What follows belongs to an exercise in optimizing a design on an open flow for small area, a short achievable clock period and few clock cycles per item; a production flow would make more cautious choices.
Function was checked by simulation only, so behaviour that the tests miss may differ from the original.
Power and IR drop assume default switching activity.

<file path="design/flow/run.sh">
#!/bin/bash
# synth_recipe.tcl (not shown) runs the flow's synth.tcl, then flattens the netlist and writes it again
# the make line also repeats each setting of config.mk as NAME=value (left out here)
make -C /OpenROAD-flow-scripts/flow DESIGN_CONFIG=/design/flow/config.mk WORK_HOME=/design/flow/orfs CLKGATE_MAP_FILE= SYNTH_SCRIPT=/design/flow/synth_recipe.tcl finish
</file>
<file path="design/flow/constraint.sdc">
create_clock -name core_clock -period 6.0 [get_ports {i_clk}]
set_input_delay 1.2000 -clock core_clock [delete_from_list [all_inputs] [get_ports {i_clk}]]
set_output_delay 1.2000 -clock core_clock [all_outputs]
set_load 0.01 [all_outputs]
</file>
<file path="design/flow/design.v">
package slpq_pkg;
    localparam int CAPACITY_DEF  = 16;
    localparam int KEY_WIDTH_DEF = 32;
    localparam int KEY_FIELD_W   = 32;
    localparam int COUNT_FIELD_W = 5;
    localparam int STATUS_W      = 2;
    localparam int OUT_TDATA_W   = KEY_FIELD_W + 1 + COUNT_FIELD_W + STATUS_W;
    typedef enum logic {
        REQ_INSERT = 1'b0,
        REQ_REMOVE = 1'b1
    } t_req;
    typedef enum logic [STATUS_W-1:0] {
        ST_OK    = 2'd0,
        ST_FULL  = 2'd1,
        ST_EMPTY = 2'd2
    } t_status;
    typedef struct packed {
        logic ins_en;
        logic rem_en;
        logic min_first;
    } t_slpq_ctrl;
endpackage
module slpq_gp_leaf (
    input  logic i_a,
    input  logic i_nb,
    output logic o_gn,
    output logic o_pn
);
    assign o_gn = ~(i_a & i_nb);
    assign o_pn = ~(i_a | i_nb);
endmodule
module slpq_gp_leaf_t (
    input  logic i_na,
    input  logic i_b,
    output logic o_g,
    output logic o_p
);
    assign o_g = ~(i_na | i_b);
    assign o_p = ~(i_na & i_b);
endmodule
module slpq_gp_from_n (
    input  logic i_gn_hi,
    input  logic i_pn_hi,
    input  logic i_gn_lo,
    input  logic i_pn_lo,
    output logic o_g,
    output logic o_p
);
    assign o_g = ~(i_gn_hi & (i_pn_hi | i_gn_lo));
    assign o_p = ~(i_pn_hi | i_pn_lo);
endmodule
module slpq_gp_to_n (
    input  logic i_g_hi,
    input  logic i_p_hi,
    input  logic i_g_lo,
    input  logic i_p_lo,
    output logic o_gn,
    output logic o_pn
);
    assign o_gn = ~(i_g_hi | (i_p_hi & i_g_lo));
    assign o_pn = ~(i_p_hi & i_p_lo);
endmodule
module slpq_cmp #(
    parameter int W     = slpq_pkg::KEY_WIDTH_DEF,    
    parameter bit INV_B = 1'b1
) (
    input  logic [W-1:0] i_x,
    input  logic [W-1:0] i_y,
    input  logic         i_min_first,
    output logic         o_hit
);
    localparam int LV = $clog2(W);
    logic [W-1:0] g [LV+1];
    logic [W-1:0] p [LV+1];
    for (genvar i = 0; i < W; i++) begin : g_leaf
        if (INV_B) begin : g_n
            slpq_gp_leaf u_leaf (
                .i_a  (i_x[i]),
                .i_nb (i_y[i]),
                .o_gn (g[0][i]),
                .o_pn (p[0][i])
            );
        end else begin : g_t
            slpq_gp_leaf_t u_leaf (
                .i_na (i_x[i]),
                .i_b  (i_y[i]),
                .o_g  (g[0][i]),
                .o_p  (p[0][i])
            );
        end
    end
    for (genvar l = 0; l < LV; l++) begin : g_lvl
        localparam bit L_INV = ((l % 2) == 0) == INV_B;
        for (genvar i = 0; i < (W >> (l + 1)); i++) begin : g_node
            if (L_INV) begin : g_from_n
                slpq_gp_from_n u_node (
                    .i_gn_hi (g[l][2*i+1]),
                    .i_pn_hi (p[l][2*i+1]),
                    .i_gn_lo (g[l][2*i]),
                    .i_pn_lo (p[l][2*i]),
                    .o_g     (g[l+1][i]),
                    .o_p     (p[l+1][i])
                );
            end else begin : g_to_n
                slpq_gp_to_n u_node (
                    .i_g_hi  (g[l][2*i+1]),
                    .i_p_hi  (p[l][2*i+1]),
                    .i_g_lo  (g[l][2*i]),
                    .i_p_lo  (p[l][2*i]),
                    .o_gn    (g[l+1][i]),
                    .o_pn    (p[l+1][i])
                );
            end
        end
        for (genvar i = (W >> (l + 1)); i < W; i++) begin : g_pad
            assign g[l+1][i] = 1'b0;
            assign p[l+1][i] = 1'b0;
        end
    end
    localparam bit TOP_INV = ((LV % 2) == 0) == INV_B;
    logic w_gt;
    logic w_ge;
    if (!TOP_INV) begin : g_true
        assign w_gt = g[LV][0];
        assign w_ge = g[LV][0] | p[LV][0];
    end else begin : g_inv
        assign w_gt = ~g[LV][0];
        assign w_ge = ~(g[LV][0] & p[LV][0]);
    end
    assign o_hit = i_min_first ? ~w_ge : w_gt;
endmodule
module slpq_aoi222 (
    input  logic i_a1,
    input  logic i_b1,
    input  logic i_a2,
    input  logic i_b2,
    input  logic i_a3,
    input  logic i_b3,
    output logic o_y
);
    assign o_y = ~((i_a1 & i_b1) | (i_a2 & i_b2) | (i_a3 & i_b3));
endmodule
module slpq_aoi22 (
    input  logic i_a1,
    input  logic i_b1,
    input  logic i_a2,
    input  logic i_b2,
    output logic o_y
);
    assign o_y = ~((i_a1 & i_b1) | (i_a2 & i_b2));
endmodule
module slpq_nor2 (input logic i_a, input logic i_b, output logic o_y);
    assign o_y = ~(i_a | i_b);
endmodule
module slpq_nor3 (input logic i_a, input logic i_b, input logic i_c, output logic o_y);
    assign o_y = ~(i_a | i_b | i_c);
endmodule
module slpq_nor4 (input logic i_a, input logic i_b, input logic i_c, input logic i_d, output logic o_y);
    assign o_y = ~(i_a | i_b | i_c | i_d);
endmodule
module slpq_nand2 (input logic i_a, input logic i_b, output logic o_y);
    assign o_y = ~(i_a & i_b);
endmodule
module slpq_nand3 (input logic i_a, input logic i_b, input logic i_c, output logic o_y);
    assign o_y = ~(i_a & i_b & i_c);
endmodule
module slpq_nand4 (input logic i_a, input logic i_b, input logic i_c, input logic i_d, output logic o_y);
    assign o_y = ~(i_a & i_b & i_c & i_d);
endmodule
module slpq_inv (input logic i_a, output logic o_y);
    assign o_y = ~i_a;
endmodule
module slpq_norn #(
    parameter int N = 4
) (
    input  logic [N-1:0] i_x,
    output logic         o_y
);
    if (N == 1) begin : g_1
        slpq_inv  u_g (.i_a(i_x[0]), .o_y(o_y));
    end else if (N == 2) begin : g_2
        slpq_nor2 u_g (.i_a(i_x[0]), .i_b(i_x[1]), .o_y(o_y));
    end else if (N == 3) begin : g_3
        slpq_nor3 u_g (.i_a(i_x[0]), .i_b(i_x[1]), .i_c(i_x[2]), .o_y(o_y));
    end else begin : g_4
        slpq_nor4 u_g (.i_a(i_x[0]), .i_b(i_x[1]), .i_c(i_x[2]), .i_d(i_x[3]), .o_y(o_y));
    end
endmodule
module slpq_nandn #(
    parameter int N = 4
) (
    input  logic [N-1:0] i_x,
    output logic         o_y
);
    if (N == 1) begin : g_1
        slpq_inv   u_g (.i_a(i_x[0]), .o_y(o_y));
    end else if (N == 2) begin : g_2
        slpq_nand2 u_g (.i_a(i_x[0]), .i_b(i_x[1]), .o_y(o_y));
    end else if (N == 3) begin : g_3
        slpq_nand3 u_g (.i_a(i_x[0]), .i_b(i_x[1]), .i_c(i_x[2]), .o_y(o_y));
    end else begin : g_4
        slpq_nand4 u_g (.i_a(i_x[0]), .i_b(i_x[1]), .i_c(i_x[2]), .i_d(i_x[3]), .o_y(o_y));
    end
endmodule
module slpq_prefix16 (
    input  logic [15:0] i_x,
    output logic [15:0] o_all,
    output logic [15:0] o_tail
);
    logic [15:0] w_win_all;
    logic [15:0] w_win_tail;
    for (genvar j = 0; j < 16; j++) begin : g_win
        localparam int LO_A = (j >= 3) ? j - 3 : 0;
        slpq_norn #(.N(j - LO_A + 1)) u_all (.i_x(i_x[j:LO_A]), .o_y(w_win_all[j]));
        if (j == 0) begin : g_t0
            assign w_win_tail[j] = 1'b1;
        end else if (j <= 3) begin : g_tlo
            slpq_norn #(.N(j)) u_tail (.i_x(i_x[j:1]), .o_y(w_win_tail[j]));
        end else begin : g_tsame
            assign w_win_tail[j] = w_win_all[j];
        end
    end
    for (genvar j = 0; j < 16; j++) begin : g_out
        localparam int NW = j / 4 + 1;
        logic [NW-1:0] w_all_in;
        logic [NW-1:0] w_tail_in;
        for (genvar k = 0; k < NW; k++) begin : g_k
            assign w_all_in[k]  = w_win_all[j - 4 * k];
            assign w_tail_in[k] = (j - 4 * k <= 3) ? w_win_tail[j - 4 * k] : w_win_all[j - 4 * k];
        end
        slpq_nandn #(.N(NW)) u_all (.i_x(w_all_in), .o_y(o_all[j]));
        if (j == 0) begin : g_t0
            assign o_tail[j] = 1'b0;
        end else begin : g_t
            slpq_nandn #(.N(NW)) u_tail (.i_x(w_tail_in), .o_y(o_tail[j]));
        end
    end
endmodule
module sorted_list_priority_queue_core #(
    parameter int CAPACITY  = slpq_pkg::CAPACITY_DEF,
    parameter int KEY_WIDTH = slpq_pkg::KEY_WIDTH_DEF
) (
    input  logic                              i_clk,
    input  logic                              i_rst_n,
    input  logic                              i_s_axis_tvalid,
    output logic                              o_s_axis_tready,
    input  logic [slpq_pkg::KEY_FIELD_W-1:0]  i_s_axis_tdata,   
    input  logic                              i_s_axis_tuser,   
    output logic                              o_m_axis_tvalid,
    input  logic                              i_m_axis_tready,
    output logic [slpq_pkg::OUT_TDATA_W-1:0]  o_m_axis_tdata,
    input  logic                              i_cfg_valid,
    output logic                              o_cfg_ready,
    input  logic                              i_cfg_data        
);
    localparam int CNT_W = $clog2(CAPACITY + 1);
    logic [KEY_WIDTH-1:0]  r_key  [CAPACITY];
    logic [CAPACITY-1:0]   r_valid;
    logic                  r_req_valid;
    logic                  r_req_remove;
    logic [KEY_WIDTH-1:0]  r_req_nkey;
    logic [CAPACITY-1:0]   r_req_take;
    logic                  r_min_first;
    logic [CNT_W-1:0]      r_count;
    slpq_pkg::t_status     r_status;
    logic                  r_out_valid;
    logic                  w_accept;
    logic                  w_advance;
    logic                  w_apply;
    logic                  w_full;
    logic                  w_empty;
    logic                  w_do_ins;
    logic                  w_do_rem;
    logic [CAPACITY-1:0]   w_cmp;
    logic                  w_cmp_new;
    logic [CAPACITY-1:0]   w_go;
    logic [CAPACITY-1:0]   w_pre_all;
    logic [CAPACITY-1:0]   w_pre_tail;
    logic [CAPACITY-1:0]   w_take_next;
    assign w_advance       = !r_out_valid || i_m_axis_tready;
    assign w_apply         = r_req_valid && w_advance;
    assign o_s_axis_tready = !r_req_valid || w_advance;
    assign w_accept        = i_s_axis_tvalid && o_s_axis_tready;
    assign w_full   = r_valid[CAPACITY-1];
    assign w_empty  = !r_valid[0];
    assign w_do_ins = r_req_valid && !r_req_remove && !w_full;
    assign w_do_rem = r_req_valid && r_req_remove && !w_empty;
    logic [KEY_WIDTH-1:0]  w_in_key;
    logic [KEY_WIDTH-1:0]  w_in_nkey;
    assign w_in_key  = KEY_WIDTH'(i_s_axis_tdata);
    assign w_in_nkey = ~w_in_key;
    for (genvar g = 0; g < CAPACITY; g++) begin : g_cmp
        slpq_cmp #(.W(KEY_WIDTH), .INV_B(g % 2 == 0)) u_cmp (
            .i_x         ((g % 2 == 0) ? w_in_key : w_in_nkey),
            .i_y         (r_key[g]),
            .i_min_first (r_min_first),
            .o_hit       (w_cmp[g])
        );
    end
    slpq_cmp #(.W(KEY_WIDTH), .INV_B(1'b1)) u_cmp_new (
        .i_x         (w_in_key),
        .i_y         (r_req_nkey),
        .i_min_first (r_min_first),
        .o_hit       (w_cmp_new)
    );
    assign w_go = w_cmp | ~r_valid;
    slpq_prefix16 u_prefix (
        .i_x    (w_go),
        .o_all  (w_pre_all),
        .o_tail (w_pre_tail)
    );
    for (genvar g = 0; g < CAPACITY; g++) begin : g_take
        logic w_after_ins;
        logic w_after_rem;
        if (g == 0) begin : g_head
            assign w_after_ins = w_cmp_new;
        end else begin : g_body
            assign w_after_ins = w_pre_all[g-1] | w_cmp_new;
        end
        if (g == CAPACITY - 1) begin : g_tail
            assign w_after_rem = 1'b1;
        end else begin : g_inner
            assign w_after_rem = w_pre_tail[g+1];
        end
        assign w_take_next[g] = (w_do_ins && r_req_take[g]) ? w_after_ins
                              : w_do_rem                    ? w_after_rem
                              :                               w_pre_all[g];
    end
    always_ff @(posedge i_clk) begin
        if (!i_rst_n) begin
            r_req_valid <= 1'b0;
        end else if (o_s_axis_tready) begin
            r_req_valid <= i_s_axis_tvalid;
        end
    end
    always_ff @(posedge i_clk) begin
        if (w_accept) begin
            r_req_remove <= (slpq_pkg::t_req'(i_s_axis_tuser) == slpq_pkg::REQ_REMOVE);
            r_req_nkey   <= ~(KEY_WIDTH'(i_s_axis_tdata));
            r_req_take   <= w_take_next;
        end
    end
    logic [KEY_WIDTH-1:0]  w_new_true;
    assign w_new_true = ~r_req_nkey;
    for (genvar g = 0; g < CAPACITY; g++) begin : g_cell
        logic                 w_sel_prev;
        logic                 w_sel_new;
        logic                 w_sel_ins;
        logic                 w_en;
        logic [KEY_WIDTH-1:0] w_new;
        logic [KEY_WIDTH-1:0] w_key_d;
        logic                 w_valid_d;
        assign w_new     = (g % 2 == 0) ? w_new_true : r_req_nkey;
        assign w_sel_ins = w_do_ins && r_req_take[g];
        assign w_en      = w_advance && (w_sel_ins || w_do_rem);
        if (g == 0) begin : g_head
            assign w_sel_prev = 1'b0;
            assign w_sel_new  = w_sel_ins;
            for (genvar i = 0; i < KEY_WIDTH; i++) begin : g_bit
                slpq_aoi22 u_d (
                    .i_a1 (w_sel_new), .i_b1 (w_new[i]),
                    .i_a2 (w_do_rem),  .i_b2 (r_key[g+1][i]),
                    .o_y  (w_key_d[i])
                );
            end
            assign w_valid_d = w_sel_ins || r_valid[g+1];
        end else if (g == CAPACITY - 1) begin : g_tail
            assign w_sel_prev = w_do_ins && r_req_take[g-1];
            assign w_sel_new  = w_sel_ins && !r_req_take[g-1];
            for (genvar i = 0; i < KEY_WIDTH; i++) begin : g_bit
                slpq_aoi22 u_d (
                    .i_a1 (w_sel_prev), .i_b1 (r_key[g-1][i]),
                    .i_a2 (w_sel_new),  .i_b2 (w_new[i]),
                    .o_y  (w_key_d[i])
                );
            end
            assign w_valid_d = w_sel_new || (w_sel_prev && r_valid[g-1]);
        end else begin : g_body
            assign w_sel_prev = w_do_ins && r_req_take[g-1];
            assign w_sel_new  = w_sel_ins && !r_req_take[g-1];
            for (genvar i = 0; i < KEY_WIDTH; i++) begin : g_bit
                slpq_aoi222 u_d (
                    .i_a1 (w_sel_prev), .i_b1 (r_key[g-1][i]),
                    .i_a2 (w_sel_new),  .i_b2 (w_new[i]),
                    .i_a3 (w_do_rem),   .i_b3 (r_key[g+1][i]),
                    .o_y  (w_key_d[i])
                );
            end
            assign w_valid_d = w_sel_new || (w_sel_prev && r_valid[g-1])
                            || (w_do_rem && r_valid[g+1]);
        end
        always_ff @(posedge i_clk) begin
            if (!i_rst_n) begin
                r_valid[g] <= 1'b0;
            end else if (w_en) begin
                r_valid[g] <= w_valid_d;
            end
        end
        always_ff @(posedge i_clk) begin
            if (w_en) begin
                r_key[g] <= w_key_d;
            end
        end
    end
    always_ff @(posedge i_clk) begin
        if (!i_rst_n) begin
            r_count     <= '0;
            r_status    <= slpq_pkg::ST_OK;
            r_out_valid <= 1'b0;
            r_min_first <= 1'b0;
        end else begin
            if (w_apply) begin
                if (r_req_remove) begin
                    r_status <= w_empty ? slpq_pkg::ST_EMPTY : slpq_pkg::ST_OK;
                    if (!w_empty) r_count <= r_count - 1'b1;
                end else begin
                    r_status <= w_full ? slpq_pkg::ST_FULL : slpq_pkg::ST_OK;
                    if (!w_full) r_count <= r_count + 1'b1;
                end
            end
            if (w_apply) begin
                r_out_valid <= 1'b1;
            end else if (i_m_axis_tready) begin
                r_out_valid <= 1'b0;
            end
            if (i_cfg_valid) begin
                r_min_first <= i_cfg_data;
            end
        end
    end
    assign o_cfg_ready = 1'b1;
    assign o_m_axis_tvalid = r_out_valid;
    assign o_m_axis_tdata  = {r_status,
                              slpq_pkg::COUNT_FIELD_W'(r_count),
                              r_valid[0],
                              r_valid[0] ? ~(slpq_pkg::KEY_FIELD_W'(r_key[0])) : '0};
endmodule
</file>
<file path="design/flow/config.mk">
export PLATFORM = sky130hd
export DESIGN_NAME = sorted_list_priority_queue_core
export DESIGN_NICKNAME = sorted_list_priority_queue_core
export VERILOG_FILES = /design/flow/design.v
export SDC_FILE = /design/flow/constraint.sdc
export NUM_CORES = 4
export LEC_CHECK = 0
export CAP_MARGIN = 20
export CORE_MARGIN = 2
export CORE_UTILIZATION = 40
export PLACE_DENSITY = 0.6
export SETUP_SLACK_MARGIN = 3.0
export SLEW_MARGIN = 20
export SYNTH_HIERARCHICAL = 1
export SYNTH_MINIMUM_KEEP_SIZE = 0
</file>
==> summary.txt, run 1 <==
Detailed routing
  • Post-Route WL: 169300 um
  • Via-per-instance ratio: 6.774
  • Final ANT Viol Nets: 0
  • Violation count after the first detailed-route iteration: 7929
  • Routed wire length per instance: 30.82 um
  • DRC viols: 0
  • Vias: 37219
  • TritonRoute pass-1 iters: 12

Clock tree
  • CTS H-tree depth: 3
  • Clock sink count: 587
  • Clk buf depth: 3
  • Worst-skew pair later-pin latency: 630 ps
  • CTS tree: done
  • CTS root buf: clkbuf_16
  • Num CTS Buffers: 71
  • Clock slew at reported path FFs: 60 ps
  • Post-CTS Hold Fix Bufs: 0

Setup path
  • Crit path arrival time: 3760 ps
  • Crit. End Element: flip-flop
  • Worst EP required: 6350 ps
  • Kind of start point of the critical path: primary input
  • Setup CP Type: primary input to flip-flop
  • Crit path max fanout: 6

Global route
  • Overflow after GRT: 0
  • First-pass GRT wire length: 239900 um
  • Antenna violations before repair: 3
  • Pin count of the biggest net entering global routing: 130
  • Global Route Usage Sum: 0.3503
  • Vias in the first global route: 34861

Finish
  • Fraction of layout cells with a size suffix above 1: 0.3743
  • Final Cell Area: 47940 um2
  • Final #Nets: 4308
  • Fillers: 7878
  • Footprint of the multi-input gates: 20880 um2
  • Reg area: 17370 um2
  • Area grow syn2layout: 32.63%

Pwr
  • Net switching power: 3.093 mW
  • Pwr Density: 226.8 nW/um2
  • Pleak: 16.23 nW
  • Internal power: 7.780 mW
  • Logic pwr share: 0.168
  • Max rail drop VDD: 0.0002038 V
  • Flop pwr share: 0.437
  • Clock share of power: 0.394
  • Net Sw Frac: 0.2845

STA
  • Worst slew margin: 0.2344
  • Worst hold margin: 469.2 ps
  • Setup_tns: 0 ps
  • Hold violation count in the final report: 0
  • Setup Viol. Count Final: 0
  • Fin crit period: 3409 ps
  • Fin. max-slew vios: 0
  • Tcrit/Tclk final: 0.5682
  • RSZ-0062 raised after global routing: yes
  • Max Freq: 0.2933 GHz
  • Worst-Margin Slew: 1147 ps
  • Worst Clk Skew: 19.11 ps

Floorplanning
  • Die X: 304.6 um
  • Die Y: 304.6 um
  • Area of the die: 92790 um2
  • Core Area: 89740 um2
  • Starting Density: 0.4028
  • Row cnt: 110
  • Io pins: 82

Logic synthesis
  • Instance count of the mapped netlist: 3739
  • Syn_area_per_cell: 9.668 um2
  • Ys Warns: 19
  • Post-Syn Area: 36150 um2

Place
  • Post-DP HPWL: 108200 um
  • IO Port Bufs: 80
  • Post-DP Area: 39660 um2
  • GPL Wtd Cong: 1.001

Worst hold path
  • Min-delay worst type: flip-flop to flip-flop

Job
  • Max-cap violations: 0

Outcome
  • Status: complete, no violations
layer usage:
layer	wire length (um)	vias up	track usage
li1	-	15600	-
met1	60740	17994	0.4467
met2	74220	2977	0.5344
met3	21530	644	0.07899
met4	12780	4	0.2313
met5	29	-	0
power groups by stage:
| stage | Combinational, mW | Clock [mW] | Sequential (mW) |
|---|---|---|---|
| floorplan | 0.824 | 0 | 4.77 |
| global placement | 1.33 | 0 | 4.83 |
| detailed placement | 1.34 | 0 | 4.83 |
| CTS | 1.72 | 4.29 | 4.75 |
| global route | 1.90 | 4.44 | 4.76 |
| finish | 1.83 | 4.29 | 4.76 |
path summary, 6_finish.rpt:
path	to	from	slack (ps)	depth (start not counted)
worst max-delay path	r_req_take[13]	i_s_axis_tdata[17]	2590	16
worst min-delay path	r_status[1]	r_status[1]	470	2
worst max register to register	r_req_take[14]	r_key[2][3]	2920	13
worst min register to register	r_status[1]	r_status[1]	470	2
layout by cell type (no fill, tap or decap), drive strengths merged, types with 3 or more instances in the layout:
| cell | instances |
|---|---|
| edfxtp | 561 |
| clkdlybuf4s50 | 13 |
| mux2i | 4 |
| nor2 | 868 |
| or3 | 14 |
| clkinvlp | 50 |
| nand4 | 8 |
| dfxtp | 26 |
| dlygate4sd2 | 16 |
| nand2b | 20 |
| a21oi | 295 |
| inv | 52 |
| clkinv | 24 |
| clkbuf | 99 |
| bufbuf | 12 |
| conb | 4 |
| nor3 | 18 |
| mux2 | 24 |
| bufinv | 5 |
| a31oi | 15 |
| o21ai | 293 |
| buf | 407 |
| nand2 | 865 |
| nor4 | 13 |
| dlymetal6s2s | 14 |
| a222oi | 448 |
| ha | 3 |
| nand3 | 20 |
| nor2b | 34 |
| a22oi | 78 |
sequential cells by signal, indices dropped and copies added, names as in the netlist, 2 cells and up:
name and cells:
r_count 5, r_key 512, r_req_nkey 32, r_req_take 16, r_valid 16, r_status 2
repair_timing:
| item | CTS | global route |
|---|---|---|
| setup buffers | 228 | 26 |
| resized for setup | 828 | 138 |
| endpoints found under the setup margin | 1072 | 332 |
| pin swaps | 240 | 82 |
| hold endpoints to repair | 0 | 0 |
| cloned | 42 | 3 |
critical path, stage by stage:
cell and delay, ps:
buf_8 80, buf_8 130, nor2_1 70, nor2_1 240, nand2_1 180, nor2_4 200
nand2_2 150, o21ai_2 190, nor2_1 60, mux2_4 250, nand2b_4 190, nor4_4 390
buf_4 170, nand4_1 80, nand2_1 90, a31oi_1 100
metrics by stage:
stage / std cells / power [mW] / util / setup slack [ps]
after floorplan: 3741 / 5.597 / - / 2539
after global placement: 5068 / 6.155 / 0.4416 / 820.2
after detailed placement: 5069 / 6.168 / 0.4420 / 866.2
after CTS: 5464 / 10.76 / 0.5254 / 2674
after global routing: 5493 / 11.11 / 0.5342 / 2527
final: 5494 / 10.87 / 0.5343 / 2591
final cells by class:
class | count | share of cell area
multi-input combinational | 3038 | 0.4355
inverter | 93 | 0.01112
clock inverter | 31 | 0.005794
timing repair inverter | 7 | 0.001122
timing repair buffer | 467 | 0.1129
clock buffer | 94 | 0.04040
sequential | 587 | 0.3624
tap | 1176 | 0.03069
antenna | 1 | 0.00005219
Testbench counts, summed over its fixed seeds: cycles 32,016, items 32,000.
==> inputs of run 2 (changes only) <==
--- a/design/flow/config.mk
+++ b/design/flow/config.mk
@@ -11,3 +11,3 @@
 export PLACE_DENSITY = 0.6
-export SETUP_SLACK_MARGIN = 3.0
+export SETUP_SLACK_MARGIN = 2.5
 export SLEW_MARGIN = 20
==> summary.txt, run 2 <==
STA
  • Fin crit period: 3451 ps
  • RSZ-0062 raised after global routing: yes
  • Worst Clk Skew: 32.21 ps
  • Worst slew margin: 0.2359
  • Tcrit/Tclk final: 0.5752
  • Setup WS post-layout: 2549 ps
  • Fin. max-slew vios: 0
  • Worst-Margin Slew: 1146 ps
  • Setup_tns: 0 ps
  • Max Freq: 0.2898 GHz
  • Setup Viol. Count Final: 0
  • Hold violation count in the final report: 0

Floorplanning
  • Core Area: 89740 um2
  • Die Y: 304.6 um
  • Die X: 304.6 um
  • Starting Density: 0.4028
  • Area of the die: 92790 um2
  • Io pins: 82
  • Row cnt: 110

Global route
  • Global Route Usage Sum: 0.3269
  • Overflow after GRT: 0
  • Antenna violations before repair: 1
  • Vias in the first global route: 33566
  • Pin count of the biggest net entering global routing: 118
  • First-pass GRT wire length: 225700 um

Detailed routing
  • Vias: 35964
  • Via-per-instance ratio: 6.605
  • Violation count after the first detailed-route iteration: 7299
  • TritonRoute pass-1 iters: 14
  • DRC viols: 0
  • Final ANT Viol Nets: 0
  • Routed wire length per instance: 29.04 um
  • Post-Route WL: 158100 um

Logic synthesis
  • Instance count of the mapped netlist: 3739
  • Post-Syn Area: 36150 um2
  • Ys Warns: 19
  • Syn_area_per_cell: 9.668 um2

Worst hold path
  • Cells on Worst Hold Path: 2
  • Hold_sp: r_status[1]
  • Hold Path Sink: r_status[1]
  • Min-delay worst type: flip-flop to flip-flop

Place
  • GPL Wtd Cong: 1.012
  • IO Port Bufs: 80
  • Pre-CTS setup slack: 822.8 ps
  • Post-DP HPWL: 101300 um

Setup path
  • Kind of start point of the critical path: primary input
  • Crit. End Element: flip-flop
  • Internal reg-to-reg setup slack: 2590 ps
  • Reg2Reg Depth: 5
  • Worst EP required: 6370 ps
  • Setup CP Type: primary input to flip-flop
  • Crit path arrival time: 3820 ps
  • RR Endpoint: r_key[7][19]
  • CP Launch Point: i_s_axis_tdata[3]
  • Reg2Reg Launch Point: r_valid[0]
  • Crit path max fanout: 6

Pwr
  • Pwr Density: 232.5 nW/um2
  • Overall Power: 10.63 mW
  • Pleak: 15.16 nW
  • Max rail drop VDD: 0.0001797 V

Finish
  • Post-layout util: 0.5097
  • Biggest regs: r_key x512, r_req_nkey x32
  • Most frequent cells in the layout: 789 x nand2_1, 715 x nor2_1, 561 x edfxtp_1
  • Max reg flops: 512
  • Most common cell after layout, fill and taps aside: nand2_1
  • Final #Nets: 4260
  • Biggest register: r_key
  • Fraction of layout cells with a size suffix above 1: 0.3308
  • Area grow syn2layout: 26.53%
  • Ant diodes: 0

Clock tree
  • CTS root buf: clkbuf_16
  • CTS H-tree depth: 3
  • Worst-skew pair later-pin latency: 650 ps
  • Clk buf depth: 3
  • Clock slew at reported path FFs: 60 ps
  • Num CTS Buffers: 70
  • CTS tree: done
  • Clock sink count: 587

Outcome
  • Status: complete, no violations

Job
  • Max-cap violations: 0
run 2: power breakdown:
part           leakage (nW)  internal, mW  switching (mW)
clock network          1.06          2.36            1.87
registers              4.72          4.60           0.152
logic                  9.38         0.609            1.05
run 2: how the worst max path moves through the flow:
| stage | end | slack [ps] | cells after the start |
|---|---|---|---|
| floorplan | r_key[10][0] | 2160 | 6 |
| global placement | r_req_take[14] | 860 | 16 |
| detailed placement | r_req_take[14] | 820 | 16 |
| CTS | r_req_take[14] | 2460 | 14 |
| global route | r_req_take[13] | 2420 | 18 |
| finish | r_req_take[12] | 2550 | 19 |
run 2: timing repair:
item                                   4_1_cts  5_1_grt
setup buffers                              150       66
pin swaps                                   96       89
endpoints found under the hold margin        0        0
setup endpoints to repair                  429      184
gates resized for setup                    390      227
gates cloned                                29        4
hold buffers                                 0        0
run 2: through the flow:
stage / hold slack, ps / std cells / cell area, um2
2_1_floorplan: 476.5 / 3741 / 36220
3_3_place_gp: 448.0 / 5071 / 39420
3_5_place_dp: 445.7 / 5072 / 39450
4_1_cts: 453.3 / 5375 / 44640
5_1_grt: 475.4 / 5445 / 45740
6_report: 450.7 / 5445 / 45740
run 2: critical path: stages:
cell	delay, ps
buf_6	100
buf_12	130
clkinvlp_4	160
buf_6	190
nand2_4	90
nand2_4	70
o21ai_4	170
a21oi_4	90
o21ai_4	200
a21oi_4	90
nand3_2	110
o21ai_4	80
nand2b_4	180
buf_6	130
nor4_4	400
buf_4	180
nand4_1	70
nand2_1	80
a31oi_1	100
run 2: cell type report:
type                    instances  area, um2
fillers                      8249      44000
multi-input cells            3035      20000
flip-flops and latches        587      17370
repair buffers                421       4150
clock buffers                  87       1867
well taps                    1176       1471
inverters                      93      495.5
clock inverters                37      324.1
repair inverters                9      63.81
run 2: layer usage:
| metal | part of all wire | wire, um | global-route usage |
|---|---|---|---|
| met1 | 0.37 | 58420 | 0.4242 |
| met2 | 0.45 | 70690 | 0.5134 |
| met3 | 0.12 | 18630 | 0.05980 |
| met4 | 0.066 | 10380 | 0.1873 |
| met5 | 0 | 0 | 0 |
==> inputs of run 3 (changes only) <==
--- a/design/flow/design.v
+++ b/design/flow/design.v
@@ -151,2 +151,10 @@
 endmodule
+module slpq_o21ai (
+    input  logic i_a1,
+    input  logic i_a2,
+    input  logic i_b1,
+    output logic o_y
+);
+    assign o_y = ~((i_a1 | i_a2) & i_b1);
+endmodule
 module slpq_nor2 (input logic i_a, input logic i_b, output logic o_y);
@@ -154,8 +162,2 @@
 endmodule
-module slpq_nor3 (input logic i_a, input logic i_b, input logic i_c, output logic o_y);
-    assign o_y = ~(i_a | i_b | i_c);
-endmodule
-module slpq_nor4 (input logic i_a, input logic i_b, input logic i_c, input logic i_d, output logic o_y);
-    assign o_y = ~(i_a | i_b | i_c | i_d);
-endmodule
 module slpq_nand2 (input logic i_a, input logic i_b, output logic o_y);
@@ -166,5 +168,2 @@
 endmodule
-module slpq_nand4 (input logic i_a, input logic i_b, input logic i_c, input logic i_d, output logic o_y);
-    assign o_y = ~(i_a & i_b & i_c & i_d);
-endmodule
 module slpq_inv (input logic i_a, output logic o_y);
@@ -172,32 +171,26 @@
 endmodule
-module slpq_norn #(
-    parameter int N = 4
+module slpq_prefix_ks #(
+    parameter int N = 16
 ) (
     input  logic [N-1:0] i_x,
-    output logic         o_y
+    output logic [N-1:0] o_y
 );
-    if (N == 1) begin : g_1
-        slpq_inv  u_g (.i_a(i_x[0]), .o_y(o_y));
-    end else if (N == 2) begin : g_2
-        slpq_nor2 u_g (.i_a(i_x[0]), .i_b(i_x[1]), .o_y(o_y));
-    end else if (N == 3) begin : g_3
-        slpq_nor3 u_g (.i_a(i_x[0]), .i_b(i_x[1]), .i_c(i_x[2]), .o_y(o_y));
-    end else begin : g_4
-        slpq_nor4 u_g (.i_a(i_x[0]), .i_b(i_x[1]), .i_c(i_x[2]), .i_d(i_x[3]), .o_y(o_y));
+    localparam int LV = $clog2(N);
+    logic [N-1:0] w_l [LV+1];
+    assign w_l[0] = i_x;
+    for (genvar l = 0; l < LV; l++) begin : g_lvl
+        for (genvar j = 0; j < N; j++) begin : g_bit
+            if (j < (1 << l)) begin : g_pass
+                slpq_inv u_g (.i_a(w_l[l][j]), .o_y(w_l[l+1][j]));
+            end else if (l % 2 == 0) begin : g_nor
+                slpq_nor2 u_g (.i_a(w_l[l][j]), .i_b(w_l[l][j-(1<<l)]), .o_y(w_l[l+1][j]));
+            end else begin : g_nand
+                slpq_nand2 u_g (.i_a(w_l[l][j]), .i_b(w_l[l][j-(1<<l)]), .o_y(w_l[l+1][j]));
+            end
+        end
     end
-endmodule
-module slpq_nandn #(
-    parameter int N = 4
-) (
-    input  logic [N-1:0] i_x,
-    output logic         o_y
-);
-    if (N == 1) begin : g_1
-        slpq_inv   u_g (.i_a(i_x[0]), .o_y(o_y));
-    end else if (N == 2) begin : g_2
-        slpq_nand2 u_g (.i_a(i_x[0]), .i_b(i_x[1]), .o_y(o_y));
-    end else if (N == 3) begin : g_3
-        slpq_nand3 u_g (.i_a(i_x[0]), .i_b(i_x[1]), .i_c(i_x[2]), .o_y(o_y));
-    end else begin : g_4
-        slpq_nand4 u_g (.i_a(i_x[0]), .i_b(i_x[1]), .i_c(i_x[2]), .i_d(i_x[3]), .o_y(o_y));
+    if (LV % 2 == 0) begin : g_true
+        assign o_y = w_l[LV];
+    end else begin : g_inv
+        assign o_y = ~w_l[LV];
     end
@@ -209,30 +202,12 @@
 );
-    logic [15:0] w_win_all;
-    logic [15:0] w_win_tail;
-    for (genvar j = 0; j < 16; j++) begin : g_win
-        localparam int LO_A = (j >= 3) ? j - 3 : 0;
-        slpq_norn #(.N(j - LO_A + 1)) u_all (.i_x(i_x[j:LO_A]), .o_y(w_win_all[j]));
-        if (j == 0) begin : g_t0
-            assign w_win_tail[j] = 1'b1;
-        end else if (j <= 3) begin : g_tlo
-            slpq_norn #(.N(j)) u_tail (.i_x(i_x[j:1]), .o_y(w_win_tail[j]));
-        end else begin : g_tsame
-            assign w_win_tail[j] = w_win_all[j];
-        end
-    end
-    for (genvar j = 0; j < 16; j++) begin : g_out
-        localparam int NW = j / 4 + 1;
-        logic [NW-1:0] w_all_in;
-        logic [NW-1:0] w_tail_in;
-        for (genvar k = 0; k < NW; k++) begin : g_k
-            assign w_all_in[k]  = w_win_all[j - 4 * k];
-            assign w_tail_in[k] = (j - 4 * k <= 3) ? w_win_tail[j - 4 * k] : w_win_all[j - 4 * k];
-        end
-        slpq_nandn #(.N(NW)) u_all (.i_x(w_all_in), .o_y(o_all[j]));
-        if (j == 0) begin : g_t0
-            assign o_tail[j] = 1'b0;
-        end else begin : g_t
-            slpq_nandn #(.N(NW)) u_tail (.i_x(w_tail_in), .o_y(o_tail[j]));
-        end
-    end
+    logic [14:0] w_tail;
+    slpq_prefix_ks #(.N(16)) u_all (
+        .i_x (i_x),
+        .o_y (o_all)
+    );
+    slpq_prefix_ks #(.N(15)) u_tail (
+        .i_x (i_x[15:1]),
+        .o_y (w_tail)
+    );
+    assign o_tail = {w_tail, 1'b0};
 endmodule
@@ -275,3 +250,2 @@
     logic                  w_cmp_new;
-    logic [CAPACITY-1:0]   w_go;
     logic [CAPACITY-1:0]   w_pre_all;
@@ -305,5 +279,4 @@
     );
-    assign w_go = w_cmp | ~r_valid;
     slpq_prefix16 u_prefix (
-        .i_x    (w_go),
+        .i_x    (w_cmp),
         .o_all  (w_pre_all),
@@ -312,17 +285,37 @@
     for (genvar g = 0; g < CAPACITY; g++) begin : g_take
-        logic w_after_ins;
-        logic w_after_rem;
+        logic w_s_ins;       
+        logic w_s_rem;       
+        logic w_s_stay;      
+        logic w_empty_n;     
+        logic w_t_ins_n;
+        logic w_t_rest_n;
+        assign w_s_ins  = w_do_ins && r_req_take[g];
+        assign w_s_rem  = w_do_rem;
+        assign w_s_stay = !w_s_ins && !w_do_rem;
         if (g == 0) begin : g_head
-            assign w_after_ins = w_cmp_new;
+            assign w_empty_n = w_s_ins  ? 1'b1
+                             : w_s_rem  ? r_valid[g+1]
+                             :            r_valid[g];
+            slpq_nand2 u_ins (.i_a(w_s_ins), .i_b(w_cmp_new), .o_y(w_t_ins_n));
+        end else if (g == CAPACITY - 1) begin : g_tail
+            assign w_empty_n = w_s_ins  ? r_valid[g-1]
+                             : w_s_rem  ? 1'b0
+                             :            r_valid[g];
+            slpq_o21ai u_ins (.i_a1(w_pre_all[g-1]), .i_a2(w_cmp_new), .i_b1(w_s_ins), .o_y(w_t_ins_n));
         end else begin : g_body
-            assign w_after_ins = w_pre_all[g-1] | w_cmp_new;
+            assign w_empty_n = w_s_ins  ? r_valid[g-1]
+                             : w_s_rem  ? r_valid[g+1]
+                             :            r_valid[g];
+            slpq_o21ai u_ins (.i_a1(w_pre_all[g-1]), .i_a2(w_cmp_new), .i_b1(w_s_ins), .o_y(w_t_ins_n));
         end
-        if (g == CAPACITY - 1) begin : g_tail
-            assign w_after_rem = 1'b1;
-        end else begin : g_inner
-            assign w_after_rem = w_pre_tail[g+1];
+        if (g == CAPACITY - 1) begin : g_rest_tail
+            slpq_nand2 u_rest (.i_a(w_s_stay), .i_b(w_pre_all[g]), .o_y(w_t_rest_n));
+        end else begin : g_rest
+            slpq_aoi22 u_rest (
+                .i_a1 (w_s_rem),  .i_b1 (w_pre_tail[g+1]),
+                .i_a2 (w_s_stay), .i_b2 (w_pre_all[g]),
+                .o_y  (w_t_rest_n)
+            );
         end
-        assign w_take_next[g] = (w_do_ins && r_req_take[g]) ? w_after_ins
-                              : w_do_rem                    ? w_after_rem
-                              :                               w_pre_all[g];
+        slpq_nand3 u_take (.i_a(w_t_ins_n), .i_b(w_t_rest_n), .i_c(w_empty_n), .o_y(w_take_next[g]));
     end
--- a/design/flow/config.mk
+++ b/design/flow/config.mk
@@ -9,5 +9,5 @@
 export CORE_MARGIN = 2
-export CORE_UTILIZATION = 40
-export PLACE_DENSITY = 0.6
-export SETUP_SLACK_MARGIN = 2.5
+export CORE_UTILIZATION = 55
+export PLACE_DENSITY = 0.75
+export SETUP_SLACK_MARGIN = 3.5
 export SLEW_MARGIN = 20
==> summary.txt, run 3 <==
Clock tree
  • CTS root buf: clkbuf_16
  • Clk buf depth: 3
  • Clock sink count: 587
  • CTS tree: done
  • Clock slew at reported path FFs: 60 ps
  • CTS H-tree depth: 3
  • Num CTS Buffers: 67
  • Worst-skew pair later-pin latency: 630 ps
  • Post-CTS Hold Fix Bufs: 0

Setup path
  • Most frequent CP cell: nand2_2
  • Slowest cell on the critical path: a21oi_4
  • Kind of start point of the critical path: primary input
  • Crit path arrival time: 3560 ps
  • Stages on worst setup path: 17
  • Max incr delay on CP: 260 ps
  • Worst EP required: 6350 ps
  • Setup CP Type: primary input to flip-flop
  • Internal reg-to-reg setup slack: 3170 ps
  • Crit path max fanout: 6
  • Crit. End Element: flip-flop
  • Critical Path End: r_req_take[15]
  • CP Launch Point: i_s_axis_tdata[3]
  • CP Cell Sequence: buf_6 > buf_8 > clkinvlp_4 > buf_4 > nand2_2 > a21oi_4 > o21ai_4 > a21oi_4 > o21ai_2 > a21oi_2 > o21ai_4 > nor2_4 > nand2_2 > nor2_4 > nand2_2 > o21ai_1 > nand3_1
  • Reg2Reg Depth: 10
  • Cell family with most CP delay: compound AO/OA/AOI/OAI gates
  • Reg2Reg Launch Point: r_req_nkey[31]
  • RR Endpoint: r_req_take[5]
  • Worst Path Buf+Inv: 4

STA
  • RSZ-0062 raised after global routing: yes
  • Worst Clk Skew: 20.03 ps
  • Worst hold margin: 464.6 ps
  • Fin crit period: 3203 ps
  • Setup WS post-layout: 2797 ps
  • Tcrit/Tclk final: 0.5339
  • Setup Viol. Count Final: 0
  • Hold violation count in the final report: 0
  • Setup_tns: 0 ps
  • Worst-Margin Slew: 1094 ps
  • Worst slew margin: 0.2707
  • Max Freq: 0.3122 GHz
  • Fin. max-slew vios: 0

Job
  • Max-cap violations: 0

Floorplanning
  • Die X: 262.4 um
  • Starting Density: 0.5567
  • Row cnt: 94
  • Core Area: 65980 um2
  • Die Y: 262.4 um
  • Io pins: 82
  • Area of the die: 68870 um2

Detailed routing
  • Vias: 37770
  • Post-Route WL: 162100 um
  • Final ANT Viol Nets: 0
  • Violation count after the first detailed-route iteration: 9360
  • TritonRoute pass-1 iters: 15
  • DRC viols: 0
  • Via-per-instance ratio: 7.296
  • Routed wire length per instance: 31.31 um

Pwr
  • Overall Power: 10.66 mW
  • Pwr Density: 233.8 nW/um2
  • Pleak: 14.94 nW
  • Max rail drop VDD: 0.0001815 V

Logic synthesis
  • Ys Warns: 25
  • Post-Syn Area: 36730 um2
  • Syn_area_per_cell: 9.523 um2
  • Instance count of the mapped netlist: 3857

Finish
  • Post-layout util: 0.6911
  • Final #Nets: 4304
  • Most common cell after layout, fill and taps aside: nand2_1
  • Biggest regs: r_key x512, r_req_nkey x32
  • Biggest register: r_key
  • Most frequent cells in the layout: 794 x nand2_1, 719 x nor2_1, 561 x edfxtp_1
  • Final Instance Count excl. Fillers: 5177
  • Final Cell Area: 45600 um2
  • Fraction of layout cells with a size suffix above 1: 0.3518
  • Area grow syn2layout: 24.14%
  • Max reg flops: 512

Place
  • IO Port Bufs: 80
  • Pre-CTS setup slack: 1133 ps
  • GPL Wtd Cong: 1.064
  • Post-DP HPWL: 104700 um
  • Placed Instances: 4849
  • Post-DP Area: 39570 um2

Global route
  • Antenna violations before repair: 2
  • Overflow after GRT: 0
  • Pin count of the biggest net entering global routing: 91
  • Global Route Usage Sum: 0.4557
  • Vias in the first global route: 35132
  • First-pass GRT wire length: 232900 um

Worst hold path
  • Min-delay worst type: flip-flop to flip-flop

Outcome
  • Status: complete, no violations
[run 3: layer usage]
metal  GRT usage  share of wire  vias up
met3      0.1396           0.16      926
met2      0.6635           0.41     3735
met4      0.3296          0.093        4
met1      0.5763           0.33    17430
met5           0        0.00079        -
li1            -              -    15675
[run 3: where the power goes]
| part | switching [mW] | total [mW] | internal [mW] |
|---|---|---|---|
| sequential | 0.162 | 4.77 | 4.60 |
| clock | 1.79 | 4.14 | 2.35 |
| combinational | 1.14 | 1.75 | 0.611 |
[run 3: cell type report]
class	count	area [um2]
timing repair inverter	5	35.03
clock inverter	35	310.3
tap	864	1081
timing repair buffer	354	3749
antenna	1	2.502
inverter	113	606.8
clock buffer	85	1808
fill	4995	20380
multi-input combinational	3133	20630
sequential	587	17370
[run 3: how the worst min path moves through the flow]
stage / cells past startpoint / slack [ps] / start / end
global placement: 2 / 450 / r_count[4] / r_count[4]
detailed placement: 2 / 450 / r_status[1] / r_status[1]
finish: 2 / 460 / r_status[1] / r_status[1]
global route: 2 / 480 / r_status[0] / r_status[0]
CTS: 2 / 450 / r_status[1] / r_status[1]
floorplan: 2 / 470 / r_valid[10] / r_valid[10]
[run 3: worst reg2reg max path, delay by kind of cell, from the launching register on]
family | cells | cell delay (ps)
DFF | 1 | 610
AOI/OAI and AO/OA | 2 | 430
muxes | 1 | 360
and+or+nand+nor | 7 | 1170
[run 3: what timing repair did]
| item | 4_1_cts | 5_1_grt |
|---|---|---|
| resized for setup | 766 | 146 |
| pin swaps | 193 | 43 |
| gates cloned | 20 | 2 |
| setup endpoints to repair | 1114 | 453 |
| buffers inserted | 181 | 4 |
Testbench counts of run 3, summed over its fixed seeds: cycles 32,016, items 32,000.
==> inputs of run 4 (changes only) <==
--- a/design/flow/design.v
+++ b/design/flow/design.v
@@ -237,2 +237,7 @@
     logic [CAPACITY-1:0]   r_req_take;
+    logic                  r_in_valid;
+    logic                  r_in_remove;
+    logic                  r_in_min_first;
+    logic [KEY_WIDTH-1:0]  r_in_key;
+    logic                  w_move;
     logic                  r_min_first;
@@ -255,4 +260,19 @@
     assign w_apply         = r_req_valid && w_advance;
-    assign o_s_axis_tready = !r_req_valid || w_advance;
+    assign w_move          = r_in_valid && (!r_req_valid || w_advance);
+    assign o_s_axis_tready = !r_in_valid || !r_req_valid || w_advance;
     assign w_accept        = i_s_axis_tvalid && o_s_axis_tready;
+    always_ff @(posedge i_clk) begin
+        if (!i_rst_n) begin
+            r_in_valid <= 1'b0;
+        end else if (o_s_axis_tready) begin
+            r_in_valid <= i_s_axis_tvalid;
+        end
+    end
+    always_ff @(posedge i_clk) begin
+        if (w_accept) begin
+            r_in_remove    <= (slpq_pkg::t_req'(i_s_axis_tuser) == slpq_pkg::REQ_REMOVE);
+            r_in_key       <= KEY_WIDTH'(i_s_axis_tdata);
+            r_in_min_first <= r_min_first;
+        end
+    end
     assign w_full   = r_valid[CAPACITY-1];
@@ -263,3 +283,3 @@
     logic [KEY_WIDTH-1:0]  w_in_nkey;
-    assign w_in_key  = KEY_WIDTH'(i_s_axis_tdata);
+    assign w_in_key  = r_in_key;
     assign w_in_nkey = ~w_in_key;
@@ -269,3 +289,3 @@
             .i_y         (r_key[g]),
-            .i_min_first (r_min_first),
+            .i_min_first (r_in_min_first),
             .o_hit       (w_cmp[g])
@@ -276,3 +296,3 @@
         .i_y         (r_req_nkey),
-        .i_min_first (r_min_first),
+        .i_min_first (r_in_min_first),
         .o_hit       (w_cmp_new)
@@ -324,4 +344,4 @@
             r_req_valid <= 1'b0;
-        end else if (o_s_axis_tready) begin
-            r_req_valid <= i_s_axis_tvalid;
+        end else if (!r_req_valid || w_advance) begin
+            r_req_valid <= r_in_valid;
         end
@@ -329,5 +349,5 @@
     always_ff @(posedge i_clk) begin
-        if (w_accept) begin
-            r_req_remove <= (slpq_pkg::t_req'(i_s_axis_tuser) == slpq_pkg::REQ_REMOVE);
-            r_req_nkey   <= ~(KEY_WIDTH'(i_s_axis_tdata));
+        if (w_move) begin
+            r_req_remove <= r_in_remove;
+            r_req_nkey   <= ~r_in_key;
             r_req_take   <= w_take_next;
--- a/design/flow/config.mk
+++ b/design/flow/config.mk
@@ -11,3 +11,3 @@
 export PLACE_DENSITY = 0.75
-export SETUP_SLACK_MARGIN = 3.5
+export SETUP_SLACK_MARGIN = 3.8
 export SLEW_MARGIN = 20
==> summary.txt, run 4 <==
Setup path
  • Crit. End Element: flip-flop
  • Worst Path Buf+Inv: 3
  • CP Launch Point: r_in_key[25]
  • Crit path arrival time: 3510 ps
  • CP Cell Sequence: buf_12 > clkinvlp_4 > nor2_1 > a21oi_2 > o21ai_2 > a21oi_4 > o21ai_2 > a21oi_2 > o21ai_2 > nor2_4 > nand2_2 > nor2_4 > inv_2 > a22oi_2 > nand3_1
  • Max incr delay on CP: 480 ps
  • Cell family with most CP delay: compound AO/OA/AOI/OAI gates
  • Crit path max fanout: 8
  • Most frequent CP cell: o21ai_2
  • Kind of start point of the critical path: flip-flop
  • Worst EP required: 6380 ps
  • Reg2Reg Launch Point: r_in_key[25]
  • Slowest cell on the critical path: edfxtp_1
  • Setup CP Type: flip-flop to flip-flop

Outcome
  • Status: complete, no violations

Floorplanning
  • Die X: 266.0 um
  • Row cnt: 96
  • Io pins: 82
  • Starting Density: 0.5533
  • Area of the die: 70750 um2
  • Core Area: 68230 um2
  • Die Y: 266.0 um

Finish
  • Fillers: 4765
  • Most frequent cells in the layout: 814 x nand2_1, 712 x nor2_1, 595 x edfxtp_1
  • Biggest register: r_key
  • Final Cell Area: 48080 um2
  • Biggest regs: r_key x512, r_in_key x32, r_req_nkey x32
  • Area grow syn2layout: 27.36%
  • Max reg flops: 512
  • Final #Nets: 4395
  • Fraction of layout cells with a size suffix above 1: 0.3436
  • Most common cell after layout, fill and taps aside: nand2_1

Detailed routing
  • Met3 WL: 30780 um
  • Post-Route WL: 174000 um
  • Via-per-instance ratio: 7.479
  • WL met1: 54020 um
  • Vias: 39585
  • Routed wire length per instance: 32.88 um
  • TritonRoute pass-1 iters: 22
  • DRC viols: 0
  • Final ANT Viol Nets: 0
  • Violation count after the first detailed-route iteration: 10186
  • Max Used Layer: met5
  • Met2 WL post-DR: 71260 um

Pwr
  • Pleak: 15.94 nW
  • Max rail drop VDD: 0.0001875 V
  • Pwr Density: 232.5 nW/um2

STA
  • Hold violation count in the final report: 0
  • Setup_tns: 0 ps
  • Setup WS post-layout: 2868 ps
  • Setup Viol. Count Final: 0
  • Tcrit/Tclk final: 0.5219
  • Fin crit period: 3132 ps
  • Worst-Margin Slew: 674.5 ps
  • RSZ-0062 raised after global routing: yes
  • Fin. max-slew vios: 0
  • Max Freq: 0.3193 GHz
  • Worst Clk Skew: 18.46 ps
  • Worst slew margin: 0.5503

Worst hold path
  • Hold_sp: r_in_remove
  • Min-delay worst type: flip-flop to flip-flop

Clock tree
  • CTS tree: done
  • CTS root buf: clkbuf_16
  • Clock sink count: 622
  • Post-CTS Hold Fix Bufs: 0
  • Worst-skew pair later-pin latency: 640 ps
  • Num CTS Buffers: 72
  • Clock slew at reported path FFs: 60 ps
  • CTS H-tree depth: 3
  • Clk buf depth: 3

Logic synthesis
  • Ys Warns: 25
  • Post-Syn Area: 37750 um2
  • Syn_area_per_cell: 9.688 um2
  • Instance count of the mapped netlist: 3897

Global route
  • Overflow after GRT: 0
  • Vias in the first global route: 35283
  • First-pass GRT wire length: 226300 um
  • Global Route Usage Sum: 0.4331
  • Pin count of the biggest net entering global routing: 95
  • Antenna violations before repair: 3

Place
  • IO Port Bufs: 80
  • Post-DP HPWL: 96950 um
  • Pre-CTS setup slack: 1966 ps
  • Post-DP Area: 40750 um2
  • GPL Wtd Cong: 1.011

Job
  • Max-cap violations: 0
-- run 4: cell types whose count changed in the layout (fill, tap and decap cells not counted), moves of 14 or more --
cell,previous run,this run
nand2_2,114,81
edfxtp_1,561,595
clkbuf_16,72,101
inv_4,0,14
clkdlybuf4s50_1,5,37
clkinvlp_4,47,16
buf_4,177,150
buf_12,27,59
nand2_1,794,814
-- run 4: layout make-up --
class                           instances  area (um2)  share of cell area
Antenna cell                           10       25.02           0.0005205
Clock buffer                           98        2026             0.04213
Clock inverter                         25       140.1            0.002915
Inverter                              114       580.6             0.01207
Multi-Input combinational cell       3134       20690              0.4303
Sequential cell                       622       18430              0.3832
Tap cell                              882        1104             0.02295
Timing Repair Buffer                  404        5042              0.1049
Timing Repair inverter                  4       46.29           0.0009629
-- run 4: what timing repair did --
action                     4_1_cts  5_1_grt
resized for setup              540      254
setup buffers                  189       34
pin swaps                       95      126
cloned                          14       30
setup endpoints to repair     1186      774
-- run 4: worst reg2reg max path: stages, from the launching register on --
cell and delay [ps]:
edfxtp_1 480, buf_12 190, clkinvlp_4 160, nor2_1 80
a21oi_2 140, o21ai_2 100, a21oi_4 380, o21ai_2 150
a21oi_2 170, o21ai_2 210, nor2_4 210, nand2_2 100
nor2_4 150, inv_2 80, a22oi_2 170, nand3_1 120
-- run 4: metal layers --
layer / global-route usage / up-vias
met4: 0.3142 / 6
li1: - / 15960
met1: 0.5447 / 18358
met2: 0.6411 / 4143
met5: 0.002079 / -
met3: 0.1218 / 1118
-- run 4: power by group --
| part | total (mW) | leakage, nW | internal [mW] | switching (mW) |
|---|---|---|---|---|
| combinational | 1.96 | 9.66 | 0.668 | 1.29 |
| clock | 4.27 | 1.05 | 2.39 | 1.87 |
| sequential | 4.95 | 5.23 | 4.82 | 0.124 |
-- run 4: worst paths after layout --
path                        end  slack, ps  cells after the start
setup / recovery  r_req_take[5]       2870                     15
hold / removal     r_req_remove        430                      0
setup reg to reg  r_req_take[5]       2870                     15
hold reg to reg    r_req_remove        430                      0
-- run 4: metrics by stage --
step | utilization | hold WS [ps] | power (mW) | instances
floorplan | - | 400.3 | 5.972 | 3897
global placement | 0.5941 | 403.8 | 6.429 | 4885
detailed placement | 0.5973 | 406.5 | 6.462 | 4893
CTS | 0.6748 | 419.3 | 10.89 | 5219
global route | 0.7044 | 437.7 | 11.35 | 5283
finish | 0.7047 | 431.0 | 11.18 | 5293
Testbench counts of run 4, summed over its fixed seeds: cycles 32,024, items 32,000.
==> inputs of run 5 (changes only) <==
--- a/design/flow/config.mk
+++ b/design/flow/config.mk
@@ -11,3 +11,3 @@
 export PLACE_DENSITY = 0.75
-export SETUP_SLACK_MARGIN = 3.8
+export SETUP_SLACK_MARGIN = 3.5
 export SLEW_MARGIN = 20
==> summary.txt, run 5 <==
Setup path
  • Setup CP Type: flip-flop to flip-flop
  • Kind of start point of the critical path: flip-flop
  • Internal reg-to-reg setup slack: 2970 ps
  • Crit path max fanout: 8
  • Cell family with most CP delay: simple AND/OR/NAND/NOR gates
  • Crit. End Element: flip-flop
  • Worst EP required: 6370 ps
  • Crit path arrival time: 3400 ps
  • Worst Path Buf+Inv: 2
  • CP Cell Sequence: buf_12 > buf_4 > nor2_2 > nor2_2 > nand2_2 > o21ai_2 > a21oi_2 > o21ai_2 > nor2_1 > mux2_4 > nor2_4 > nand2_2 > nor2_1 > nand2_1 > a22oi_2 > nand3_1
  • Slowest cell on the critical path: edfxtp_1
  • Max incr delay on CP: 380 ps

Outcome
  • Status: complete, no violations

Pwr
  • Net switching power: 3.173 mW
  • Clock share of power: 0.378
  • Flop pwr share: 0.453
  • Pwr Density: 233.6 nW/um2
  • Net Sw Frac: 0.2909
  • Internal power: 7.734 mW
  • Max rail drop VDD: 0.0002446 V
  • Pleak: 15.49 nW
  • Logic pwr share: 0.169

Place
  • Post-DP HPWL: 94920 um
  • GPL Wtd Cong: 1.019
  • Placed Instances: 4886
  • IO Port Bufs: 80

STA
  • Fin. max-slew vios: 0
  • Worst slew margin: 0.4124
  • Fin crit period: 3027 ps
  • Tcrit/Tclk final: 0.5045
  • Hold violation count in the final report: 0
  • Worst-Margin Slew: 876.3 ps
  • Setup Viol. Count Final: 0
  • Setup_tns: 0 ps
  • Worst Clk Skew: 24.42 ps
  • RSZ-0062 raised after global routing: yes
  • Max Freq: 0.3304 GHz

Detailed routing
  • Via-per-instance ratio: 7.248
  • Final ANT Viol Nets: 0
  • Violation count after the first detailed-route iteration: 7935
  • TritonRoute pass-1 iters: 13
  • Post-Route WL: 160500 um
  • DRC viols: 0
  • Vias: 38052
  • Routed wire length per instance: 30.58 um

Floorplanning
  • Starting Density: 0.5533
  • Io pins: 82
  • Area of the die: 70750 um2
  • Die Y: 266.0 um
  • Die X: 266.0 um
  • Core Area: 68230 um2
  • Row cnt: 96

Finish
  • Reg area: 18410 um2
  • Most frequent cells in the layout: 827 x nand2_1, 733 x nor2_1, 595 x edfxtp_1
  • Area grow syn2layout: 23.67%
  • Final #Nets: 4366
  • Fraction of layout cells with a size suffix above 1: 0.3266
  • Biggest regs: r_key x512, r_in_key x32, r_req_nkey x32
  • Final Instance Count excl. Fillers: 5250
  • Fillers: 5103
  • Max reg flops: 512
  • Footprint of the multi-input gates: 20550 um2
  • Most common cell after layout, fill and taps aside: nand2_1
  • Biggest register: r_key

Clock tree
  • Worst-skew pair later-pin latency: 650 ps
  • CTS root buf: clkbuf_16
  • Clk buf depth: 3
  • CTS tree: done
  • Clock slew at reported path FFs: 60 ps
  • Clock sink count: 622
  • Num CTS Buffers: 71
  • CTS H-tree depth: 3

Global route
  • Antenna violations before repair: 3
  • Global Route Usage Sum: 0.4379
  • Overflow after GRT: 0
  • Vias in the first global route: 34736
  • First-pass GRT wire length: 227200 um
  • Pin count of the biggest net entering global routing: 100

Logic synthesis
  • Instance count of the mapped netlist: 3897
  • Syn_area_per_cell: 9.688 um2
  • Ys Warns: 25
  • Post-Syn Area: 37750 um2

Job
  • Max-cap violations: 0

Worst hold path
  • Min-delay worst type: flip-flop to flip-flop
==> run 5: final cells by class <==
class | count | share of cell area
repair buffers | 371 | 0.08501
inverters | 114 | 0.01219
repair inverters | 2 | 0.0004020
clock buffers | 84 | 0.03931
well taps | 882 | 0.02364
flip-flops and latches | 622 | 0.3944
clock inverters | 32 | 0.004851
diodes | 2 | 0.0001072
multi-input cells | 3141 | 0.4401
==> run 5: metrics by stage <==
stage | cell area, um2 | worst slack (ps) | power, mW | utilization | hold WS (ps)
finish | 46690 | 2973 | 10.91 | 0.6843 | 435.8
global route | 46680 | 2883 | 11.13 | 0.6843 | 449.7
detailed placement | 40590 | 1850 | 6.462 | 0.5950 | 416.7
floorplan | 38350 | 3144 | 5.978 | - | 400.3
CTS | 45790 | 3049 | 10.74 | 0.6712 | 442.8
global placement | 40590 | 1833 | 6.433 | 0.5950 | 424.3
==> run 5: final timing paths <==
| path | to | startpoint | cells past startpoint |
|---|---|---|---|
| min reg2reg | r_req_remove | r_in_remove | 0 |
| max reg2reg | r_req_take[9] | r_in_key[15] | 16 |
| max | r_req_take[9] | r_in_key[15] | 16 |
| min | r_req_remove | r_in_remove | 0 |
==> run 5: power by group through the flow <==
stage | clock network (mW) | registers [mW] | logic (mW)
after floorplan | 0 | 5.05 | 0.933
after global placement | 0 | 5.10 | 1.33
after detailed placement | 0 | 5.11 | 1.36
after CTS | 4.12 | 4.94 | 1.69
after global routing | 4.26 | 4.95 | 1.92
final | 4.12 | 4.94 | 1.84
==> run 5: what timing repair did <==
| action | 4_1_cts | 5_1_grt |
|---|---|---|
| pin swaps | 100 | 45 |
| setup endpoints to repair | 996 | 525 |
| gates resized for setup | 454 | 131 |
| setup buffers | 189 | 27 |
| gates cloned | 24 | 6 |
| hold buffers | 0 | 0 |
==> run 5: per-layer routing <==
| metal | global-route usage | routed length, um |
|---|---|---|
| met5 | 0.006930 | 110 |
| met4 | 0.3129 | 14580 |
| met2 | 0.6285 | 66610 |
| met3 | 0.1533 | 26090 |
| met1 | 0.5495 | 53170 |
==> inputs of run 6 (changes only) <==
--- a/design/flow/config.mk
+++ b/design/flow/config.mk
@@ -9,5 +9,5 @@
 export CORE_MARGIN = 2
-export CORE_UTILIZATION = 55
-export PLACE_DENSITY = 0.75
-export SETUP_SLACK_MARGIN = 3.5
+export CORE_UTILIZATION = 50
+export PLACE_DENSITY = 0.7
+export SETUP_SLACK_MARGIN = 3.8
 export SLEW_MARGIN = 20
==> summary.txt, run 6 <==
Outcome
  • Status: complete, no violations

Finish
  • Final Instance Count excl. Fillers: 5520
  • Final #Nets: 4545
  • Max reg flops: 512
  • Most common cell after layout, fill and taps aside: nand2_1
  • Area grow syn2layout: 33.65%
  • Fraction of layout cells with a size suffix above 1: 0.3742
  • Final Cell Area: 50460 um2
  • Reg area: 18430 um2
  • Footprint of the multi-input gates: 20850 um2
  • Biggest register: r_key
  • Most frequent cells in the layout: 802 x nand2_1, 696 x nor2_1, 595 x edfxtp_1
  • Ant diodes: 0
  • Biggest regs: r_key x512, r_in_key x32, r_req_nkey x32
  • Fillers: 5369

STA
  • Hold violation count in the final report: 0
  • Worst-Margin Slew: 869.4 ps
  • Tcrit/Tclk final: 0.5469
  • Worst Clk Skew: 35.93 ps
  • RSZ-0062 raised after global routing: yes
  • Fin. max-slew vios: 0
  • Worst hold margin: 435.4 ps
  • Setup_tns: 0 ps
  • Setup Viol. Count Final: 0
  • Worst slew margin: 0.4204
  • Fin crit period: 3282 ps
  • Max Freq: 0.3047 GHz

Clock tree
  • Clk buf depth: 3
  • Worst-skew pair later-pin latency: 650 ps
  • Num CTS Buffers: 72
  • CTS H-tree depth: 3
  • CTS tree: done
  • Clock slew at reported path FFs: 60 ps
  • CTS root buf: clkbuf_16
  • Clock sink count: 622

Setup path
  • Most frequent CP cell: a21oi_2
  • Crit path arrival time: 3670 ps
  • Slowest cell on the critical path: a21oi_2
  • RR Endpoint: r_req_take[14]
  • CP Cell Sequence: buf_4 > inv_4 > nor2_1 > a21oi_2 > o21ai_2 > a21oi_2 > o21ai_2 > a21oi_2 > o21ai_4 > nor2_4 > nand2_2 > nor2_2 > nand2_2 > a22oi_2 > nand3_1
  • Reg2Reg Depth: 15
  • CP Launch Point: r_in_key[26]
  • Worst EP required: 6390 ps
  • Internal reg-to-reg setup slack: 2720 ps
  • Max incr delay on CP: 530 ps
  • Reg2Reg Launch Point: r_in_key[26]
  • Crit path max fanout: 17
  • Kind of start point of the critical path: flip-flop
  • Setup CP Type: flip-flop to flip-flop
  • Crit. End Element: flip-flop

Pwr
  • Pleak: 17.18 nW
  • Max rail drop VDD: 0.0001771 V
  • Flop pwr share: 0.439
  • Pwr Density: 223.6 nW/um2
  • Internal power: 7.969 mW
  • Net switching power: 3.312 mW
  • Net Sw Frac: 0.2936
  • Logic pwr share: 0.171
  • Clock share of power: 0.390
  • Overall Power: 11.28 mW

Detailed routing
  • Via-per-instance ratio: 7.287
  • Met3 WL: 30430 um
  • Post-Route WL: 180300 um
  • Vias: 40223
  • Max Used Layer: met5
  • DRC viols: 0
  • TritonRoute pass-1 iters: 14
  • Met2 WL post-DR: 73520 um
  • Final ANT Viol Nets: 0
  • Violation count after the first detailed-route iteration: 9793
  • Routed wire length per instance: 32.67 um
  • WL met1: 56380 um

Global route
  • Pin count of the biggest net entering global routing: 70
  • Overflow after GRT: 0
  • Global Route Usage Sum: 0.3986
  • First-pass GRT wire length: 229100 um
  • Antenna violations before repair: 3
  • Vias in the first global route: 35180

Place
  • IO Port Bufs: 80
  • Placed Instances: 4972
  • GPL Wtd Cong: 1.012
  • Post-DP Area: 40640 um2
  • Post-DP HPWL: 95300 um

Logic synthesis
  • Syn_area_per_cell: 9.688 um2
  • Post-Syn Area: 37750 um2
  • Ys Warns: 25
  • Instance count of the mapped netlist: 3897

Floorplanning
  • Die Y: 278.8 um
  • Core Area: 74570 um2
  • Starting Density: 0.5063
  • Area of the die: 77720 um2
  • Row cnt: 100
  • Die X: 278.8 um
  • Io pins: 82

Worst hold path
  • Min-delay worst type: flip-flop to flip-flop
  • Hold_sp: r_in_remove
  • Hold Path Sink: r_req_remove
  • Cells on Worst Hold Path: 0

Job
  • Max-cap violations: 0
run 6: changes by cell type in the layout (fill, tap and decap cells not counted), moves of 10 or more:
cell and change:
buf_6 +44, buf_12 +38, nor2_1 -37, clkbuf_16 +30, nor2_2 +30, nand2_2 +28
buf_8 +26, nand2_1 -25, buf_4 +21, buf_16 +10, clkinv_16 +10
run 6: how the worst max path moves through the flow:
stage	endpoint	slack (ps)	depth (start not counted)
2_1_floorplan	o_s_axis_tready	3150	3
3_3_place_gp	o_s_axis_tready	2020	4
3_5_place_dp	o_s_axis_tready	2000	4
4_1_cts	o_m_axis_tdata[23]	3090	4
5_1_grt	r_req_take[14]	2660	15
6_report	r_req_take[14]	2720	15
run 6: critical path: cells and delay by family (launching register included):
kind,cells,cell delay (ps)
AO/OA/AOI/OAI,7,1510
buffers and inverters,2,350
flip-flops,1,440
AND/OR/NAND/NOR,6,700
run 6: cell type report:
class                   count  area share
clock inverters            36    0.006720
inverters                 114     0.01131
clock buffers              87     0.03722
well taps                 969     0.02403
flip-flops and latches    622      0.3652
multi-input cells        3139      0.4132
repair inverters           30     0.01091
repair buffers            523      0.1314
run 6: per-stage QoR:
step | setup slack (ps) | util
finish | 2718 | 0.6766
global route | 2656 | 0.6766
CTS | 3094 | 0.6292
detailed placement | 2003 | 0.5450
global placement | 2024 | 0.5447
floorplan | 3145 | -
run 6: power by group through the flow:
stage	Clock, mW	Combinational (mW)	Sequential (mW)
2_1_floorplan	0	0.927	5.04
3_3_place_gp	0	1.30	5.12
3_5_place_dp	0	1.32	5.12
4_1_cts	4.36	1.72	4.94
5_1_grt	4.54	2.00	4.96
6_report	4.40	1.93	4.95
run 6: layer usage:
| layer | vias to the layer above | GRT usage |
|---|---|---|
| met5 | - | 0 |
| met4 | 6 | 0.2924 |
| met3 | 1180 | 0.09723 |
| met2 | 4031 | 0.5978 |
| met1 | 18735 | 0.5026 |
| li1 | 16271 | - |
run 6: repair_timing:
action / in CTS / in global routing
gates cloned: 27 / 77
gates resized for setup: 646 / 312
endpoints found under the setup margin: 1187 / 716
setup buffers: 236 / 84
pin swaps: 171 / 485
hold buffers: 0 / 0

[re-timing with driven ports]
No port has a modelled driver above. Below, the same layouts with a new extraction and two added sets of constraints. Step 1: set_driving_cell puts a clkbuf_16 on i_clk and a buf_2 on each other input, an assumption about the parent block. Step 2 moves the port delays by t, midway between the first and last clock arrival at a register: inputs arrive t later, outputs are due t later. That takes back most of the time a late clock gives input paths. a / b / c = ideal ports / drivers / drivers and shift; a / b = the first two.
| run | shift t [ns] | slack for setup (ns) | worst setup path at the end | slew at the worst register clock pin (ns) | worst slew at a driven data input, ns |
|---|---|---|---|---|---|
| run 1 | 0.685 | 2.591 / 2.606 / 1.920 | input to register | 0.06 / 0.06 | 0.09 |
| run 2 | 0.704 | 2.549 / 2.512 / 1.880 | input to register | 0.07 / 0.07 | 0.04 |
| run 3 | 0.683 | 2.797 / 2.832 / 2.149 | input to register | 0.07 / 0.07 | 0.06 |
| run 4 | 0.704 | 2.868 / 2.868 / 2.868 | register to register | 0.06 / 0.06 | 0.06 |
| run 5 | 0.710 | 2.973 / 2.931 / 2.859 | input to register | 0.07 / 0.07 | 0.05 |
| run 6 | 0.704 | 2.718 / 2.718 / 2.718 | register to register | 0.07 / 0.07 | 0.06 |
After both steps setup and hold are still met in every run listed. For run 1, which loses most, drivers alone change the setup slack by +0.015 ns; drivers and shift together by -0.671 ns.
